This is an optimization exercise on Yosys and OpenROAD, whose aim is a short achievable clock period and few clock cycles, not a production implementation.
The RTL was checked by simulation tests, not by an equivalence proof against the original design.

<file path="flow/config.mk">
export PLATFORM = sky130hd
export DESIGN_NAME = multicycle_datapath
export DESIGN_NICKNAME = multicycle_datapath
export VERILOG_FILES = /design/flow/design.v
export SDC_FILE = /design/flow/constraint.sdc
export NUM_CORES = 4
export LEC_CHECK = 0
export CAP_MARGIN = 20
export CORE_MARGIN = 2
export CORE_UTILIZATION = 40
export SLEW_MARGIN = 20
</file>
<file path="flow/constraint.sdc">
create_clock -name core_clock -period 7.0 [get_ports {CLK}]
set_input_delay 1.4000 -clock core_clock [delete_from_list [all_inputs] [get_ports {CLK}]]
set_output_delay 1.4000 -clock core_clock [all_outputs]
set_load 0.01 [all_outputs]
</file>
<file path="flow/design.v">
module multicycle_datapath #(
    parameter int               WIDTH    = 32,
    parameter int               NREGS    = 32,
    parameter logic [WIDTH-1:0] RESET_PC = '0
) (
    input  logic             CLK,
    input  logic             reset,
    output logic             mem_req,
    output logic             mem_we,
    output logic [WIDTH-1:0] mem_addr,
    output logic [WIDTH-1:0] mem_wdata,
    input  logic [WIDTH-1:0] mem_rdata,
    input  logic             mem_ready,
    output logic [WIDTH-1:0] pc,
    output logic             retire,
    output logic             illegal
);
    localparam int RB = $clog2(NREGS);
    localparam logic [5:0] OP_RTYPE = 6'h00, OP_J = 6'h02, OP_BEQ = 6'h04,
                           OP_ADDI  = 6'h08, OP_LW = 6'h23, OP_SW = 6'h2B;
    localparam logic [5:0] FN_ADD = 6'h20, FN_SUB = 6'h22, FN_AND = 6'h24,
                           FN_OR  = 6'h25, FN_SLT = 6'h2A;
    logic             run_reg;       
    logic             dph_reg;       
    logic             new_reg;       
    logic [WIDTH-1:0] pc4_reg;       
    logic [31:0]      ir_reg;
    logic [WIDTH-1:0] a_reg;         
    logic [WIDTH-1:0] b_reg;         
    logic [WIDTH-1:0] opb_reg;       
    logic [WIDTH-1:0] rf_reg [NREGS];
    logic             legal_reg, beq_reg, j_reg, sw_reg;
    logic             sub_reg, and_reg, or_reg, slt_reg;
    logic             walu_reg, wlw_reg;
    logic [RB-1:0]    wd_reg;
    logic [5:0]       f_op, f_fn;
    logic [RB-1:0]    f_rs, f_rt, f_rd;
    logic             f_rtype, f_addi, f_lw, f_sw, f_beq, f_j, f_legal;
    logic             f_sub, f_and, f_or, f_slt;
    logic [WIDTH-1:0] f_imm;
    assign f_op    = mem_rdata[31:26];
    assign f_fn    = mem_rdata[5:0];
    assign f_rs    = mem_rdata[21 +: RB];
    assign f_rt    = mem_rdata[16 +: RB];
    assign f_rd    = mem_rdata[11 +: RB];
    assign f_imm   = WIDTH'($signed(mem_rdata[15:0]));
    assign f_rtype = (f_op == OP_RTYPE) &&
                     ((f_fn == FN_ADD) || (f_fn == FN_SUB) || (f_fn == FN_AND) ||
                      (f_fn == FN_OR)  || (f_fn == FN_SLT));
    assign f_addi  = (f_op == OP_ADDI);
    assign f_lw    = (f_op == OP_LW);
    assign f_sw    = (f_op == OP_SW);
    assign f_beq   = (f_op == OP_BEQ);
    assign f_j     = (f_op == OP_J);
    assign f_legal = f_rtype || f_addi || f_lw || f_sw || f_beq || f_j;
    assign f_sub   = f_rtype && ((f_fn == FN_SUB) || (f_fn == FN_SLT));
    assign f_and   = f_rtype && (f_fn == FN_AND);
    assign f_or    = f_rtype && (f_fn == FN_OR);
    assign f_slt   = f_rtype && (f_fn == FN_SLT);
    logic [WIDTH-1:0] sum, alu_res, br_tgt, j_tgt;
    logic             lt, take_br;
    assign sum = a_reg + opb_reg + WIDTH'(sub_reg);
    assign lt  = (a_reg[WIDTH-1] ^ b_reg[WIDTH-1]) ? a_reg[WIDTH-1] : sum[WIDTH-1];
    always_comb begin
        if (and_reg)      alu_res = a_reg & opb_reg;
        else if (or_reg)  alu_res = a_reg | opb_reg;
        else if (slt_reg) alu_res = WIDTH'(lt);
        else              alu_res = sum;
    end
    assign take_br = beq_reg && (a_reg == b_reg);
    assign br_tgt  = pc4_reg + (WIDTH'($signed(ir_reg[15:0])) << 2);
    generate
        if (WIDTH > 28) begin : g_jump_wide
            assign j_tgt = {pc4_reg[WIDTH-1:28], ir_reg[25:0], 2'b00};
        end else begin : g_jump_narrow
            logic [27:0] jump_low;
            assign jump_low = {ir_reg[25:0], 2'b00};
            assign j_tgt    = jump_low[WIDTH-1:0];
        end
    endgenerate
    logic fetch_hs, data_hs;
    always_comb begin
        mem_req = run_reg;
        mem_we  = dph_reg && sw_reg;
        if (dph_reg)      mem_addr = sum;
        else if (j_reg)   mem_addr = j_tgt;
        else if (take_br) mem_addr = br_tgt;
        else              mem_addr = pc4_reg;
        mem_wdata = b_reg;
        fetch_hs  = run_reg && !dph_reg && mem_ready;
        data_hs   = dph_reg && mem_ready;
        retire    = new_reg && legal_reg;
        illegal   = new_reg && !legal_reg;
        pc        = pc4_reg;
    end
    logic             fwd_a, fwd_b;
    logic [WIDTH-1:0] rs_val, rt_val;
    assign fwd_a  = walu_reg && (f_rs == wd_reg);
    assign fwd_b  = walu_reg && (f_rt == wd_reg);
    assign rs_val = fwd_a ? alu_res : rf_reg[f_rs];
    assign rt_val = fwd_b ? alu_res : rf_reg[f_rt];
    always_ff @(posedge CLK or negedge reset) begin
        if (!reset) begin
            run_reg   <= 1'b0;
            dph_reg   <= 1'b0;
            new_reg   <= 1'b0;
            pc4_reg   <= RESET_PC;
            ir_reg    <= '0;
            a_reg     <= '0;
            b_reg     <= '0;
            opb_reg   <= '0;
            legal_reg <= 1'b0;
            beq_reg   <= 1'b0;
            j_reg     <= 1'b0;
            sw_reg    <= 1'b0;
            sub_reg   <= 1'b0;
            and_reg   <= 1'b0;
            or_reg    <= 1'b0;
            slt_reg   <= 1'b0;
            walu_reg  <= 1'b0;
            wlw_reg   <= 1'b0;
            wd_reg    <= '0;
        end else begin
            run_reg <= 1'b1;
            new_reg <= fetch_hs;
            if (data_hs) dph_reg <= 1'b0;
            if (fetch_hs) begin
                ir_reg    <= mem_rdata[31:0];
                pc4_reg   <= mem_addr + WIDTH'(4);
                a_reg     <= rs_val;
                b_reg     <= rt_val;
                opb_reg   <= (f_addi || f_lw || f_sw) ? f_imm : (f_sub ? ~rt_val : rt_val);
                dph_reg   <= f_lw || f_sw;
                legal_reg <= f_legal;
                beq_reg   <= f_beq;
                j_reg     <= f_j;
                sw_reg    <= f_sw;
                sub_reg   <= f_sub;
                and_reg   <= f_and;
                or_reg    <= f_or;
                slt_reg   <= f_slt;
                walu_reg  <= (f_rtype && (f_rd != '0)) || (f_addi && (f_rt != '0));
                wlw_reg   <= f_lw && (f_rt != '0);
                wd_reg    <= f_rtype ? f_rd : f_rt;
            end
        end
    end
    logic             wr_en;
    logic [WIDTH-1:0] wr_data;
    assign wr_en   = (new_reg && walu_reg) || (data_hs && wlw_reg);
    assign wr_data = dph_reg ? mem_rdata : alu_res;
    always_ff @(posedge CLK or negedge reset) begin
        if (!reset) begin
            for (int i = 0; i < NREGS; i++) rf_reg[i] <= '0;
        end else if (wr_en) begin
            rf_reg[wd_reg] <= wr_data;
        end
    end
endmodule
</file>
<file path="flow/run.sh">
#!/bin/bash
# synth_recipe.tcl (not shown) runs the flow's synth.tcl, then flattens the netlist and writes it again
# the make line also repeats each setting of config.mk as NAME=value (left out here)
make -C /OpenROAD-flow-scripts/flow DESIGN_CONFIG=/design/flow/config.mk WORK_HOME=/design/flow/orfs CLKGATE_MAP_FILE= SYNTH_SCRIPT=/design/flow/synth_recipe.tcl finish
</file>
==> flow_summary.toml <==
[outcome]
status = "complete, no violations"

[synth]
yosysSeqAreaShare_pct = 47.68
synth_cell_type_count = 111
syn_area_per_cell_um2 = 8.853
synth_ff_type = "dfrtp_1"
synth-async-reset-ratio_pct = 100.0
synth_seq_cells = 1196
synth_fp_nets = 7222
synth_edf_count = 0
syn_inst = 7090
syn_area_um2 = 62770
yosysWarnings = 2

[clocking]
cts-root-buf = "clkbuf_16"
hold_buffers = 0
path_clk_slew_ns = 0.07
post_cts_buffers = 0
cts_resized = 0
cts_sinks = 1196
cts_buffers = 139
h-tree-depth = 4
worstSkewPairLatency_ns = 0.82
cts_tree = "built"
clock_path_buffers = 3

[sta]
final_hold_viol_count = 0
worst_slack_ns = 0.5183
tightest_slew_ns = 1.338
drv_slew = 0
min_period_ns = 6.482
setup_viol = 0
max-slew-margin-rel_pct = 10.61
fin_skew_ns = 0.03894
rsz0062_at_grt = "false"
finalSetupTns_ns = 0
period_share_pct = 92.60
max_freq_ghz = 0.1543

[global_route]
grt_use_total_pct = 40.87
grt_antenna_before_repair = 22
globalRouteOverflowTotal = 0
grt_max_degree = 169
grt_pass1_wl_mm = 462.0
grt_pass1_vias = 59270

[die]
die_area_um2 = 160100
core_um2 = 156000
fp.dieW_um = 400.1
die_height_um = 400.1
rows = 145
pin_count = 135
start_util_pct = 40.23

[critical_path]
path_cells = "inv_1, fa_1, fa_1, nor2b_1, o31ai_2, a2111oi_4, o21ba_2, o31ai_1, buf_4, xnor2_1, o21ai_0, inv_1, clkdlybuf4s50_1"
crit_type = "reg -> out"
cp-end-kind = "output pin"
path_max_fanout = 4
required_ns = 5.60
slowest_stage = "a2111oi_4"
cpPeakStageDelay_ns = 0.62
start_kind = "flop"
worst_ep_arrival_time_ns = 5.08

[detailed_routing]
firstDrtPassIters = 13
wl_per_cell_um = 36.37
drtIter0Drc = 11230
drc = 0
vias = 63280
vias_per_cell = 6.918
ant_nets = 0
wl_mm = 332.7

[place]
dpl_worst_slack_ns = 1.178
numPortBuffers = 134
hpwl_mm = 212.8
gp_congestion = 0.9995

[power]
power_density_nw_per_um2 = 246.5
seqPwrFrac_pct = 41.1
p_int_mw = 12.48
power_leakage_nw = 31.38
p_comb_share_pct = 15.3
p_clk_share_pct = 43.6
sw_frac_of_total_pct = 29.97
irDropWorstVdd_uv = 199.9
switchingPower_mw = 5.342
finalPower_mw = 17.83

[finish]
multiInputGateArea_um2 = 30890
largest_reg_flops = 1024
nNetsFinal = 7100
area_growth_pct = 15.22
layout-drive-gt1-share_pct = 9.553
finish.utilization_pct = 46.36
register_area_um2 = 29930
fill_cells = 14970

[worst_hold_path]
min_path_type = "reg -> reg"

[run]
maxCapViolCount = 0
[per-stage QoR]
stage	instances	hold WS [ns]	area (um2)
final	9147	0.4939	72330
after global routing	9135	0.5232	72300
after CTS	9131	0.4933	72210
after detailed placement	8882	0.4785	67420
after global placement	8874	0.4658	67230
after floorplan	7090	0.4386	62770
[logic make-up after synthesis]
family	synth area share [%]
flops	47.68
xor+xnor	1.730
buf+inv	4.624
other cells	0.005974
fa+ha+maj	1.985
mux	1.521
simple gates	15.00
compound gates	27.45
[layout by cell type, fill, tap and decap left out, drive strengths merged, types with 32 or more instances in the layout]
master	n
dfrtp	1196
nand2	938
nor2	743
a21oi	697
o21ai	695
a22oi	574
buf	233
clkbuf	188
a221oi	172
a22o	170
nand4	154
clkdlybuf4s50	133
inv	130
nand3	101
ha	94
mux2i	83
xnor2	69
xor2	55
nor3	53
a31oi	36
nor4	35
o21a	34
a222oi	32
[power by group through the flow]
stage / Clock [mW] / Combinational [mW] / Sequential (mW)
final: 7.78 / 2.72 / 7.33
after CTS: 7.81 / 2.66 / 7.32
after detailed placement: 0 / 2.65 / 7.44
after floorplan: 0 / 1.47 / 7.37
after global routing: 8.07 / 2.91 / 7.34
after global placement: 0 / 2.63 / 7.44
[final timing paths]
path	end	depth (start not counted)	from	slack [ns]
setup / recovery	mem_addr[28]	13	a_reg[0]$_DFFE_PN0P_	0.52
hold / removal	ir_reg[20]$_DFFE_PN0P_	2	ir_reg[20]$_DFFE_PN0P_	0.49
setup reg to reg	pc4_reg[30]$_DFFE_PN0P_	12	a_reg[30]$_DFFE_PN0P_	1.87
hold reg to reg	ir_reg[20]$_DFFE_PN0P_	2	ir_reg[20]$_DFFE_PN0P_	0.49
max in group asynchronous	rf_reg[28][8]$_DFFE_PN0P_	2	reset	4.75
min in group asynchronous	rf_reg[17][23]$_DFFE_PN0P_	1	reset	0.59
[critical path: cells and delay by family, from the launching register on]
family	cells	cell delay [ns]
compound gates	5	1.62
buf+inv	4	0.96
fa+ha+maj	2	0.89
flops	1	0.41
simple gates	1	0.27
xor+xnor	1	0.12
[routing by layer]
metal | part of all wire, % | up-vias | GRT usage [%] | wire length [um]
met4 | 7.8 | 28 | 25.41 | 25960
met2 | 41 | 5434 | 58.74 | 137300
met5 | 0.098 | - | 1.211 | 326
met3 | 14 | 1630 | 15.88 | 46940
met1 | 37 | 30540 | 51.29 | 122100
li1 | - | 25650 | - | -
[synthesized netlist by cell type, types with 41 or more instances]
library cell | n | area share, %
a21oi_1 | 696 | 5.5
a221oi_1 | 172 | 2.4
a22o_1 | 170 | 2.4
a22oi_1 | 573 | 6.9
buf_1 | 41 | 0.25
clkbuf_1 | 569 | 3.4
dfrtp_1 | 1196 | 48
ha_1 | 94 | 1.9
inv_1 | 118 | 0.71
mux2i_1 | 83 | 1.3
nand2_1 | 937 | 5.6
nand3_1 | 100 | 0.80
nand4_1 | 152 | 1.5
nor2_1 | 741 | 4.4
nor3_1 | 51 | 0.41
o21ai_0 | 689 | 5.5
xnor2_1 | 69 | 0.96
xor2_1 | 55 | 0.77
[final cells by class]
cell class                      instances  share of cell area [%]
Clock buffer                          188                   5.484
Antenna cell                           13                 0.04498
Multi-Input combinational cell       5144                   42.71
Tap cell                             2058                   3.560
Inverter                              121                  0.6314
Sequential cell                      1196                   41.39
Clock inverter                         61                   1.138
Timing Repair Buffer                  366                   5.048
Testbench counts, summed over its fixed seeds: cycles 24,489.

## static timing again, ports no longer ideal
The flow's constraints put no driver on any port. The routed layout listed below was extracted and timed again, unchanged, in two steps. Step 1 assumes that a clkbuf_16 drives the clock port and a buf_2 every other input. Step 2 times the ports against the registers' clock, not the clock port: input delays grow and output delays shrink by t, the midpoint of the rising clock arrivals with the driver on. a / b / c = ideal ports / drivers / drivers and shift; a / b = the first two.
t, ns: 0.901
setup WS [ns]: 0.518 / 0.424 / 0.645
clock arrival spread, ns: 0.049 / 0.049
slew at the worst register clock pin (ns): 0.07 / 0.07
cell pins on the clock port's net: 1
After both steps this run still meets setup and hold. For this run, drivers alone change the setup slack by -0.094 ns; drivers and shift together by +0.127 ns.
